Source: an optimization exercise on an open RTL-to-GDS flow (aim: small area and a short achievable clock period). Production flows keep margins and buffers that such runs may drop. Where RTL was checked, it was by simulation tests only, not by an equivalence proof against the original. The flow treats the clock pin as an ideal source. Dropping or thinning the clock tree relies on that and would not hold on a real chip. Power figures rest on the tool's default switching activity, not on a simulated workload.

## the baseline
// core_top
module core_top #(
  parameter int reset_pulse_cycles = 1048576
) (
  input  logic                          clk_74a,
  input  logic                          pll_core_locked,
  input  logic [core_pkg::bridge_w-1:0] bridge_addr,
  input  logic                          bridge_wr,
  input  logic [core_pkg::bridge_w-1:0] bridge_wr_data,
  input  logic [31:0]                   cont1_joy,
  input  logic [core_pkg::bridge_w-1:0] rtc_date,
  input  logic [core_pkg::bridge_w-1:0] rtc_time,
  input  logic [core_pkg::rgb_w-1:0]    rgb_in,
  input  logic                          de_in,
  input  logic                          vs_in,
  input  logic [core_pkg::chan_w-1:0]   snap_index,
  output logic                          core_reset,
  output logic [core_pkg::chan_w-1:0]   stick_x,
  output logic [core_pkg::chan_w-1:0]   stick_y,
  output logic [23:0]                   video_rgb,
  output logic                          video_de,
  output logic [core_pkg::rtc_w-1:0]    rtc_word
);
Size in the first run: roughly 300 I/O pins, ~9300 um2 of cells after synthesis.
Settings: LEC_CHECK=0, CAP_MARGIN=20, CORE_MARGIN=2, CORE_UTILIZATION=40, SLEW_MARGIN=20; clock period 18.0 ns.
standard.sh (not shown) runs the stock make flow with config.mk's settings and CLKGATE_MAP_FILE= SYNTH_SCRIPT=/design/flow/synth_recipe.tcl, a recipe that flattens the netlist after the stock synthesis.
==> flow/flow/run.sh <==
#!/bin/bash
# The standard layout (standard.sh), with these changes to how it is made:
# - the ports get the smallest buffer (buf_1) instead of the delay buffer
#   buffer_ports picks by itself;
# - after synthesis, polar.py removes inverters between adder cells by
#   flipping full adders (a full adder is self-dual), without touching the
#   registers or changing the logic function;
# - after global placement, the gate that makes core_reset gets its own
#   buffer on pll_core_locked (clone_reset_buf.tcl), apart from the reset tree;
# - after clock tree synthesis, its 17-buffer H-tree is replaced by a root
#   buffer and leaf buffers over k-means groups of the registers, as many
#   groups (from 8) as keep the estimated clock-pin slew under 95 ps
#   (post_cts.tcl, manual_cts.tcl);
# - timing repair aims for 10.3 ns of setup slack, well beyond the 18 ns
#   constraint, so that it shortens the critical paths.
# - the constant outputs share the tie cells synthesis made, instead of one
#   tie cell per output (SKIP_REPAIR_TIE_FANOUT).
# The constraints (constraint.sdc) and everything else are the standard flow's.
set -eo pipefail
export BUFFER_PORTS_ARGS="-buffer_cell sky130_fd_sc_hd__buf_1"
export SETUP_SLACK_MARGIN=10.3
export SKIP_REPAIR_TIE_FANOUT=1
export CTS_ARGS="-sink_clustering_enable -repair_clock_nets -buf_list sky130_fd_sc_hd__clkbuf_8 -dont_use_dummy_load"
export POST_CTS_TCL=$PWD/flow/post_cts.tcl
export MCTS_LEAVES=8
export MCTS_SLEW_TARGET=0.095
export MCTS_LEAF=sky130_fd_sc_hd__clkbuf_8
export MCTS_ROOT=sky130_fd_sc_hd__clkbuf_8
RES=$PWD/orfs/results/sky130hd/core_top/base
bash standard.sh $RES/1_2_yosys.v 2>&1 | tee standard_0.log
python3 flow/polar.py $RES/1_2_yosys.v $RES/1_2_yosys.v 2>&1 | tee polar.log
bash standard.sh $RES/3_3_place_gp.odb 2>&1 | tee standard_1.log
CLONE_ODB=$RES/3_3_place_gp.odb openroad -no_init -exit flow/clone_reset_buf.tcl 2>&1 | tee clone.log
bash standard.sh 2>&1 | tee standard_2.log
Other scripts of this flow, unchanged in this note and not shown: flow/flow/clone_reset_buf.tcl, flow/flow/manual_cts.tcl, flow/flow/polar.py, flow/flow/post_cts.tcl
diff inputs: the baseline => the candidate
--- a/flow/design.v
+++ b/flow/design.v
@@ -36,57 +36,59 @@
   input  logic                          bridge_wr,
   input  logic [core_pkg::bridge_w-1:0] bridge_addr,
   input  logic [core_pkg::bridge_w-1:0] bridge_wr_data,
   output logic                          core_reset,
   output logic [core_pkg::chan_w-1:0]   deadzone,
   output logic [core_pkg::chan_w-1:0]   strength,
   output logic                          square_pixels
 );
-  localparam logic [19:0] pulse_start = 20'h00001;
-  localparam logic [19:0] pulse_last  = 20'h80000;
-  logic [19:0] pulse_lfsr;
-  logic        pulse_active;
-  always_ff @(posedge clk_74a or negedge pll_core_locked) begin
-    if (!pll_core_locked) begin
-      pulse_lfsr   <= '0;
-      pulse_active <= 1'b0;
-    end else if (bridge_wr && bridge_addr == core_pkg::addr_reset_pulse) begin
-      pulse_lfsr   <= pulse_start;
-      pulse_active <= 1'b1;
-    end else begin
-      if (pulse_lfsr == pulse_last) begin
+  logic pulse_active;
+  if (reset_pulse_cycles == 1048576) begin : g_lfsr
+    localparam logic [19:0] pulse_start = 20'h00001;
+    localparam logic [19:0] pulse_last  = 20'h80000;
+    logic [19:0] pulse_lfsr;
+    logic        pulse_run;
+    always_ff @(posedge clk_74a or negedge pll_core_locked) begin
+      if (!pll_core_locked) begin
         pulse_lfsr <= '0;
+        pulse_run  <= 1'b0;
+      end else if (bridge_wr && bridge_addr == core_pkg::addr_reset_pulse) begin
+        pulse_lfsr <= pulse_start;
+        pulse_run  <= 1'b1;
       end else begin
-        pulse_lfsr <= {pulse_lfsr[18:0], pulse_lfsr[19] ^ pulse_lfsr[16]};
-      end
-      if (pulse_lfsr == '0) begin
-        pulse_active <= 1'b0;
+        if (pulse_lfsr == pulse_last) begin
+          pulse_lfsr <= '0;
+        end else begin
+          pulse_lfsr <= {pulse_lfsr[18:0], pulse_lfsr[19] ^ pulse_lfsr[16]};
+        end
+        if (pulse_lfsr == '0) begin
+          pulse_run <= 1'b0;
+        end
       end
     end
-  end
-  if (reset_pulse_cycles != 1048576) begin : g_count
+    assign pulse_active = pulse_run;
+  end else begin : g_count
     localparam int cnt_w = $clog2(reset_pulse_cycles + 1);
     logic [cnt_w-1:0] pulse_count;
     always_ff @(posedge clk_74a or negedge pll_core_locked) begin
       if (!pll_core_locked) begin
         pulse_count <= '0;
       end else begin
         if (pulse_count != '0) begin
           pulse_count <= pulse_count - cnt_w'(1);
         end
         if (bridge_wr && bridge_addr == core_pkg::addr_reset_pulse) begin
           pulse_count <= cnt_w'(reset_pulse_cycles);
         end
       end
     end
-    assign core_reset = !pll_core_locked || (pulse_count != '0);
-  end else begin : g_lfsr_out
-    assign core_reset = !pll_core_locked || pulse_active;
+    assign pulse_active = (pulse_count != '0);
   end
+  assign core_reset = !pll_core_locked || pulse_active;
   logic [2:0] strength_g;
   logic [7:0] strength_raw;
   logic [7:0] strength_next;
   always_comb begin
     case (bridge_wr_data[6:0])
       7'd0: strength_g = 3'd0;
       7'd1: strength_g = 3'd0;
       7'd2: strength_g = 3'd0;
Findings:
- Taking the baseline over the candidate, the power per standard cell area ratio works out to 1.3.
- Final area (lower): the baseline
- The candidate ends up with a placed instance count that is 10 higher than in the baseline.
- Measured against each other, the candidate and the baseline differ in fraction of area in registers, the higher figure coming from the baseline.
- Compared with the baseline, the candidate instantiates a larger number of cells.
- In the candidate, number of fillers in the final layout is higher than in the baseline.
- The candidate finished all stages; the layout is clean.
- Diff the baseline -> the candidate: pin count of the biggest net entering global routing rose 14%; pin slew with the least headroom to its limit went down 77 ps; first-pass GRT wire length decreased 0.66%.
- Re global router's overall resource usage: the candidate is 0.50 points down on the baseline.
- In the tables for the candidate and the baseline, total design power reads lower with the candidate.
In every run of this note, the design's own scripts or RTL, not TritonCTS, make the clock network.

---

the reference run:
Another version of the RTL of core_top (not shown whole).
Size: ~300 I/O pins, roughly 9500 µm² of cells after synthesis.
Settings: LEC_CHECK=0, CAP_MARGIN=20, CORE_MARGIN=2, CORE_UTILIZATION=40, SLEW_MARGIN=20; clock period 18.0 ns.
==> flow/flow/run.sh <==
#!/bin/bash
# The standard layout (standard.sh), with these changes to how it is made:
# - the ports get the smallest buffer (buf_1) instead of the delay buffer
#   buffer_ports picks by itself;
# - after synthesis, polar.py removes inverters between adder cells by
#   flipping full adders (a full adder is self-dual), without touching the
#   registers or changing the logic function;
# - after global placement, the gate that makes core_reset gets its own
#   buffer on pll_core_locked (clone_reset_buf.tcl), apart from the reset tree;
# - after clock tree synthesis, its 17-buffer H-tree is replaced by a root
#   buffer and leaf buffers over equal-size k-means groups of the registers, as many
#   groups (from 8) as keep the estimated clock-pin slew under 95 ps
#   (post_cts.tcl, manual_cts.tcl);
# - timing repair aims for 10.3 ns of setup slack, well beyond the 18 ns
#   constraint, so that it shortens the critical paths.
# - the constant outputs share the tie cells synthesis made, instead of one
#   tie cell per output (SKIP_REPAIR_TIE_FANOUT).
# The constraints (constraint.sdc) and everything else are the standard flow's.
set -eo pipefail
export BUFFER_PORTS_ARGS="-buffer_cell sky130_fd_sc_hd__buf_1"
export SETUP_SLACK_MARGIN=10.3
export SKIP_REPAIR_TIE_FANOUT=1
export CTS_ARGS="-sink_clustering_enable -repair_clock_nets -buf_list sky130_fd_sc_hd__clkbuf_8 -dont_use_dummy_load"
export POST_CTS_TCL=$PWD/flow/post_cts.tcl
export MCTS_LEAVES=8
export MCTS_SLEW_TARGET=0.095
export MCTS_LEAF=sky130_fd_sc_hd__clkbuf_8
export MCTS_ROOT=sky130_fd_sc_hd__clkbuf_8
RES=$PWD/orfs/results/sky130hd/core_top/base
bash standard.sh $RES/1_2_yosys.v 2>&1 | tee standard_0.log
python3 flow/polar.py $RES/1_2_yosys.v $RES/1_2_yosys.v 2>&1 | tee polar.log
bash standard.sh $RES/3_3_place_gp.odb 2>&1 | tee standard_1.log
CLONE_ODB=$RES/3_3_place_gp.odb openroad -no_init -exit flow/clone_reset_buf.tcl 2>&1 | tee clone.log
bash standard.sh 2>&1 | tee standard_2.log
Other scripts of this flow, unchanged in this note and not shown: flow/flow/clone_reset_buf.tcl, flow/flow/manual_cts.tcl, flow/flow/polar.py, flow/flow/post_cts.tcl
The reference run finished end to end and its layout was clean on timing, DRC and antenna.
## Diff of input files: the trial run against the reference run
diff --git a/flow/design.v b/flow/design.v
--- a/flow/design.v
+++ b/flow/design.v
@@ -32,17 +32,17 @@
   parameter int reset_pulse_cycles = 1048576
 ) (
   input  logic                          clk_74a,
   input  logic                          pll_core_locked,
   input  logic                          bridge_wr,
   input  logic [core_pkg::bridge_w-1:0] bridge_addr,
   input  logic [core_pkg::bridge_w-1:0] bridge_wr_data,
   output logic                          core_reset,
-  output logic [core_pkg::chan_w-1:0]   deadzone_n,
+  output logic [core_pkg::chan_w-1:0]   deadzone,
   output logic [core_pkg::chan_w-1:0]   strength,
   output logic                          square_pixels
 );
   localparam logic [19:0] pulse_start = 20'h00001;
   localparam logic [19:0] pulse_last  = 20'h80000;
   logic [19:0] pulse_lfsr;
   logic        pulse_active;
   always_ff @(posedge clk_74a or negedge pll_core_locked) begin
@@ -242,23 +242,23 @@
   wire st_22 = st_9 ^ bridge_wr_data[5] ^ st_21;
   wire st_23 = (st_9 & bridge_wr_data[5]) | (st_9 & st_21) | (bridge_wr_data[5] & st_21);
   wire st_24 = bridge_wr_data[6] ^ 1'b0 ^ st_23;
   wire st_25 = (bridge_wr_data[6] & 1'b0) | (bridge_wr_data[6] & st_23) | (1'b0 & st_23);
   assign strength_raw  = {st_24, st_22, st_20, st_18, st_16, st_14, st_12, st_10};
   assign strength_next = strength_raw | {8{bridge_wr_data[7:0] >= 8'd100}};
   always_ff @(posedge clk_74a or negedge pll_core_locked) begin
     if (!pll_core_locked) begin
-      deadzone_n    <= '1;
+      deadzone      <= '0;
       strength      <= '0;
       square_pixels <= 1'b0;
     end else if (bridge_wr) begin
       case (bridge_addr)
         core_pkg::addr_deadzone: begin
-          deadzone_n <= ~bridge_wr_data[core_pkg::chan_w-1:0];
+          deadzone <= bridge_wr_data[core_pkg::chan_w-1:0];
         end
         core_pkg::addr_color_corr: begin
           strength <= strength_next;
         end
         core_pkg::addr_square_pixels: begin
           square_pixels <= bridge_wr_data[0];
         end
         default: begin
@@ -267,30 +267,30 @@
     end
   end
 endmodule
 module stick_deadzone (
   input  logic                        clk_74a,
   input  logic                        pll_core_locked,
   input  logic [core_pkg::chan_w-1:0] joy_x,
   input  logic [core_pkg::chan_w-1:0] joy_y,
-  input  logic [core_pkg::chan_w-1:0] deadzone_n,
+  input  logic [core_pkg::chan_w-1:0] deadzone,
   output logic [core_pkg::chan_w-1:0] stick_x,
   output logic [core_pkg::chan_w-1:0] stick_y
 );
   logic [6:0] ux;
   logic [6:0] uy;
   logic [7:0] sum_s;
   logic [7:0] sum_c;
   logic       ny;
   logic       outside;
   assign ux = joy_x[6:0] ^ {7{~joy_x[7]}};
   assign uy = joy_y[6:0] ^ {7{~joy_y[7]}};
-  assign sum_s = {deadzone_n[7], ux ^ uy ^ deadzone_n[6:0]};
-  assign sum_c = {(ux & uy) | (ux & deadzone_n[6:0]) | (uy & deadzone_n[6:0]), ~joy_x[7]};
+  assign sum_s = {~deadzone[7], ux ^ uy ^ ~deadzone[6:0]};
+  assign sum_c = {(ux & uy) | (ux & ~deadzone[6:0]) | (uy & ~deadzone[6:0]), ~joy_x[7]};
   assign ny    = ~joy_y[7];
   wire dz_0 = (sum_s[0] & sum_c[0]) | ((sum_s[0] | sum_c[0]) & ny);
   wire dz_1 = (sum_s[1] & sum_c[1]) | ((sum_s[1] | sum_c[1]) & dz_0);
   wire dz_2 = (sum_s[2] & sum_c[2]) | ((sum_s[2] | sum_c[2]) & dz_1);
   wire dz_3 = (sum_s[3] & sum_c[3]) | ((sum_s[3] | sum_c[3]) & dz_2);
   wire dz_4 = (sum_s[4] & sum_c[4]) | ((sum_s[4] | sum_c[4]) & dz_3);
   wire dz_5 = (sum_s[5] & sum_c[5]) | ((sum_s[5] | sum_c[5]) & dz_4);
   wire dz_6 = (sum_s[6] & sum_c[6]) | ((sum_s[6] | sum_c[6]) & dz_5);
@@ -999,38 +999,38 @@
   input  logic [core_pkg::chan_w-1:0]   snap_index,
   output logic                          core_reset,
   output logic [core_pkg::chan_w-1:0]   stick_x,
   output logic [core_pkg::chan_w-1:0]   stick_y,
   output logic [23:0]                   video_rgb,
   output logic                          video_de,
   output logic [core_pkg::rtc_w-1:0]    rtc_word
 );
-  logic [core_pkg::chan_w-1:0] deadzone_n;
+  logic [core_pkg::chan_w-1:0] deadzone;
   logic [core_pkg::chan_w-1:0] strength;
   logic                        square_pixels;
   core_settings_regs #(
     .reset_pulse_cycles(reset_pulse_cycles)
   ) i_settings (
     .clk_74a        (clk_74a),
     .pll_core_locked(pll_core_locked),
     .bridge_wr      (bridge_wr),
     .bridge_addr    (bridge_addr),
     .bridge_wr_data (bridge_wr_data),
     .core_reset     (core_reset),
-    .deadzone_n     (deadzone_n),
+    .deadzone       (deadzone),
     .strength       (strength),
     .square_pixels  (square_pixels)
   );
   stick_deadzone i_stick (
     .clk_74a        (clk_74a),
     .pll_core_locked(pll_core_locked),
     .joy_x          (cont1_joy[7:0]),
     .joy_y          (cont1_joy[15:8]),
-    .deadzone_n     (deadzone_n),
+    .deadzone       (deadzone),
     .stick_x        (stick_x),
     .stick_y        (stick_y)
   );
   color_correct i_color (
     .clk_74a        (clk_74a),
     .pll_core_locked(pll_core_locked),
     .rgb_in         (rgb_in),
     .de_in          (de_in),
Results
- No stage failed in the trial run, and the final checks on the layout all came back clean.
- Comparing the reference run against the trial run, there is no change at all in max-slew violation count.
- The trial run against the reference run: relative area change from synthesis to final layout climbed 0.65 points, worst setup slack after layout fell 38 ps, routed wire length moved down, data arrival time of the critical path flat, total global-route track usage increased by 0.36 points relative to the old numbers.
- Run comparison: the reference run topmost layer with routed signal wires met5; the trial run topmost layer with routed signal wires met4
Only the layout flow was run in the reference run; the RTL was not checked for function there. In every run of this note, the design's own scripts or RTL, not TritonCTS, make the clock network.

---

core_top, a different RTL version from the one above (not shown whole).
Size in the first run: ~300 I/O pins, roughly 9500 sq um of cells after synthesis.
==> module stick_deadzone, before the edit <==
module stick_deadzone (
  input  logic                        clk_74a,
  input  logic                        pll_core_locked,
  input  logic [core_pkg::chan_w-1:0] joy_x,
  input  logic [core_pkg::chan_w-1:0] joy_y,
  input  logic [core_pkg::chan_w-1:0] deadzone,
  output logic [core_pkg::chan_w-1:0] stick_x,
  output logic [core_pkg::chan_w-1:0] stick_y
);
  logic [6:0] ux;
  logic [6:0] uy;
  logic [7:0] sum_s;
  logic [7:0] sum_c;
  logic       ny;
  logic       outside;
  assign ux = joy_x[6:0] ^ {7{~joy_x[7]}};
  assign uy = joy_y[6:0] ^ {7{~joy_y[7]}};
  assign sum_s = {~deadzone[7], ux ^ uy ^ ~deadzone[6:0]};
  assign sum_c = {(ux & uy) | (ux & ~deadzone[6:0]) | (uy & ~deadzone[6:0]), ~joy_x[7]};
  assign ny    = ~joy_y[7];
  wire dz_0 = sum_s[0] & sum_c[0];
  wire dz_1 = sum_s[0] | sum_c[0];
  wire dz_2 = sum_s[1] & sum_c[1];
  wire dz_3 = sum_s[1] | sum_c[1];
  wire dz_4 = sum_s[2] & sum_c[2];
  wire dz_5 = sum_s[2] | sum_c[2];
  wire dz_6 = sum_s[3] & sum_c[3];
  wire dz_7 = sum_s[3] | sum_c[3];
  wire dz_8 = sum_s[4] & sum_c[4];
  wire dz_9 = sum_s[4] | sum_c[4];
  wire dz_10 = sum_s[5] & sum_c[5];
  wire dz_11 = sum_s[5] | sum_c[5];
  wire dz_12 = sum_s[6] & sum_c[6];
  wire dz_13 = sum_s[6] | sum_c[6];
  wire dz_14 = sum_s[7] & sum_c[7];
  wire dz_15 = sum_s[7] | sum_c[7];
  wire dz_16 = dz_0 | (dz_1 & ny);
  wire dz_17 = dz_2 | (dz_3 & dz_16);
  wire dz_18 = dz_3 & dz_1;
  wire dz_19 = dz_6 | (dz_7 & dz_4);
  wire dz_20 = dz_7 & dz_5;
  wire dz_21 = dz_10 | (dz_11 & dz_8);
  wire dz_22 = dz_11 & dz_9;
  wire dz_23 = dz_14 | (dz_15 & dz_12);
  wire dz_24 = dz_15 & dz_13;
  wire dz_25 = dz_19 | (dz_20 & dz_17);
  wire dz_26 = dz_20 & dz_18;
  wire dz_27 = dz_23 | (dz_24 & dz_21);
  wire dz_28 = dz_24 & dz_22;
  wire dz_29 = dz_27 | (dz_28 & dz_25);
  wire dz_30 = dz_28 & dz_26;
  assign outside = dz_29;
  always_ff @(posedge clk_74a or negedge pll_core_locked) begin
    if (!pll_core_locked) begin
      stick_x <= core_pkg::stick_center;
      stick_y <= core_pkg::stick_center;
    end else begin
      stick_x <= outside ? joy_x : core_pkg::stick_center;
      stick_y <= outside ? joy_y : core_pkg::stick_center;
    end
  end
endmodule
export LEC_CHECK = 0
export CAP_MARGIN = 20
export CORE_MARGIN = 2
export CORE_UTILIZATION = 40
export SLEW_MARGIN = 20
create_clock -name core_clock -period 18.0 [get_ports {clk_74a}]
==> flow/flow/run.sh <==
#!/bin/bash
# The standard layout (standard.sh), with these changes to how it is made:
# - the ports get the smallest buffer (buf_1) instead of the delay buffer
#   buffer_ports picks by itself;
# - after synthesis, polar.py removes inverters between adder cells by
#   flipping full adders (a full adder is self-dual), without touching the
#   registers or changing the logic function;
# - after global placement, the gate that makes core_reset gets its own
#   buffer on pll_core_locked (clone_reset_buf.tcl), apart from the reset tree;
# - after clock tree synthesis, its 17-buffer H-tree is replaced by a root
#   buffer and leaf buffers over k-means groups of the registers, as many
#   groups (from 8) as keep the estimated clock-pin slew under 95 ps
#   (post_cts.tcl, manual_cts.tcl);
# - timing repair aims for 10.3 ns of setup slack, well beyond the 18 ns
#   constraint, so that it shortens the critical paths.
# - the constant outputs share the tie cells synthesis made, instead of one
#   tie cell per output (SKIP_REPAIR_TIE_FANOUT).
# The constraints (constraint.sdc) and everything else are the standard flow's.
set -eo pipefail
export BUFFER_PORTS_ARGS="-buffer_cell sky130_fd_sc_hd__buf_1"
export SETUP_SLACK_MARGIN=10.3
export SKIP_REPAIR_TIE_FANOUT=1
export CTS_ARGS="-sink_clustering_enable -repair_clock_nets -buf_list sky130_fd_sc_hd__clkbuf_8 -dont_use_dummy_load"
export POST_CTS_TCL=$PWD/flow/post_cts.tcl
export MCTS_LEAVES=8
export MCTS_SLEW_TARGET=0.095
export MCTS_LEAF=sky130_fd_sc_hd__clkbuf_8
export MCTS_ROOT=sky130_fd_sc_hd__clkbuf_8
RES=$PWD/orfs/results/sky130hd/core_top/base
bash standard.sh $RES/1_2_yosys.v 2>&1 | tee standard_0.log
python3 flow/polar.py $RES/1_2_yosys.v $RES/1_2_yosys.v 2>&1 | tee polar.log
bash standard.sh $RES/3_3_place_gp.odb 2>&1 | tee standard_1.log
CLONE_ODB=$RES/3_3_place_gp.odb openroad -no_init -exit flow/clone_reset_buf.tcl 2>&1 | tee clone.log
bash standard.sh 2>&1 | tee standard_2.log
Other scripts of this flow, unchanged in this note and not shown: flow/flow/clone_reset_buf.tcl, flow/flow/manual_cts.tcl, flow/flow/polar.py, flow/flow/post_cts.tcl
Edit:
--- a/flow/design.v
+++ b/flow/design.v
@@ -241,42 +241,19 @@
   assign ux = joy_x[6:0] ^ {7{~joy_x[7]}};
   assign uy = joy_y[6:0] ^ {7{~joy_y[7]}};
   assign sum_s = {~deadzone[7], ux ^ uy ^ ~deadzone[6:0]};
   assign sum_c = {(ux & uy) | (ux & ~deadzone[6:0]) | (uy & ~deadzone[6:0]), ~joy_x[7]};
   assign ny    = ~joy_y[7];
-  wire dz_0 = sum_s[0] & sum_c[0];
-  wire dz_1 = sum_s[0] | sum_c[0];
-  wire dz_2 = sum_s[1] & sum_c[1];
-  wire dz_3 = sum_s[1] | sum_c[1];
-  wire dz_4 = sum_s[2] & sum_c[2];
-  wire dz_5 = sum_s[2] | sum_c[2];
-  wire dz_6 = sum_s[3] & sum_c[3];
-  wire dz_7 = sum_s[3] | sum_c[3];
-  wire dz_8 = sum_s[4] & sum_c[4];
-  wire dz_9 = sum_s[4] | sum_c[4];
-  wire dz_10 = sum_s[5] & sum_c[5];
-  wire dz_11 = sum_s[5] | sum_c[5];
-  wire dz_12 = sum_s[6] & sum_c[6];
-  wire dz_13 = sum_s[6] | sum_c[6];
-  wire dz_14 = sum_s[7] & sum_c[7];
-  wire dz_15 = sum_s[7] | sum_c[7];
-  wire dz_16 = dz_0 | (dz_1 & ny);
-  wire dz_17 = dz_2 | (dz_3 & dz_16);
-  wire dz_18 = dz_3 & dz_1;
-  wire dz_19 = dz_6 | (dz_7 & dz_4);
-  wire dz_20 = dz_7 & dz_5;
-  wire dz_21 = dz_10 | (dz_11 & dz_8);
-  wire dz_22 = dz_11 & dz_9;
-  wire dz_23 = dz_14 | (dz_15 & dz_12);
-  wire dz_24 = dz_15 & dz_13;
-  wire dz_25 = dz_19 | (dz_20 & dz_17);
-  wire dz_26 = dz_20 & dz_18;
-  wire dz_27 = dz_23 | (dz_24 & dz_21);
-  wire dz_28 = dz_24 & dz_22;
-  wire dz_29 = dz_27 | (dz_28 & dz_25);
-  wire dz_30 = dz_28 & dz_26;
-  assign outside = dz_29;
+  wire dz_0 = (sum_s[0] & sum_c[0]) | ((sum_s[0] | sum_c[0]) & ny);
+  wire dz_1 = (sum_s[1] & sum_c[1]) | ((sum_s[1] | sum_c[1]) & dz_0);
+  wire dz_2 = (sum_s[2] & sum_c[2]) | ((sum_s[2] | sum_c[2]) & dz_1);
+  wire dz_3 = (sum_s[3] & sum_c[3]) | ((sum_s[3] | sum_c[3]) & dz_2);
+  wire dz_4 = (sum_s[4] & sum_c[4]) | ((sum_s[4] | sum_c[4]) & dz_3);
+  wire dz_5 = (sum_s[5] & sum_c[5]) | ((sum_s[5] | sum_c[5]) & dz_4);
+  wire dz_6 = (sum_s[6] & sum_c[6]) | ((sum_s[6] | sum_c[6]) & dz_5);
+  wire dz_7 = (sum_s[7] & sum_c[7]) | ((sum_s[7] | sum_c[7]) & dz_6);
+  assign outside = dz_7;
   always_ff @(posedge clk_74a or negedge pll_core_locked) begin
     if (!pll_core_locked) begin
       stick_x <= core_pkg::stick_center;
       stick_y <= core_pkg::stick_center;
     end else begin
=> Worst hold slack gets worse by 8.6 ps. Area after synthesis barely changes. Utilization increases by 0.72 points. Final cell count grows by 0.62%. Final area goes up by 1.6%.
For the second run of this note, only the layout was checked, not whether the RTL still works. In every run of this note, the design's own scripts or RTL, not TritonCTS, make the clock network.

what the ideal ports hide:
In the flow no input, the clock included, has a driving cell. The finished layouts below were timed again as built, in two steps. Step 1 (the two cells are an assumption about what drives the block):
set clk [get_ports {clk_74a}]
set_driving_cell -lib_cell sky130_fd_sc_hd__clkbuf_16 $clk
set_driving_cell -lib_cell sky130_fd_sc_hd__buf_2 [delete_from_list [all_inputs] $clk]
Step 2 times the ports against the registers' clock, not the clock port: input delays grow and output delays shrink by t, the midpoint of the rising clock arrivals with the driver on. Slacks: no drivers / after step 1 / after step 2; pairs: no drivers / after step 1.
| run | t, ns | setup slack, ns | hold slack, ns |
|---|---|---|---|
| the baseline | 0.466 | 10.431 / 10.434 / 9.973 | 0.479 / 0.479 / 0.479 |
| the candidate | 0.433 | 10.429 / 10.435 / 10.002 | 0.484 / 0.484 / 0.484 |
| the reference run | 0.425 | 10.454 / 10.431 / 10.035 | 0.470 / 0.470 / 0.470 |
| the trial run | 0.426 | 10.416 / 10.424 / 9.998 | 0.482 / 0.482 / 0.482 |
| the first run of note 3 | 0.440 | 10.430 / 10.421 / 9.996 | 0.481 / 0.481 / 0.481 |
| the second run of note 3 | 0.472 | 10.447 / 10.420 / 10.038 | 0.472 / 0.472 / 0.472 |
After both steps every run listed still meets setup and hold. The setup slack of the baseline, which loses most, moves by +0.003 ns with the drivers and by -0.458 ns with both steps.
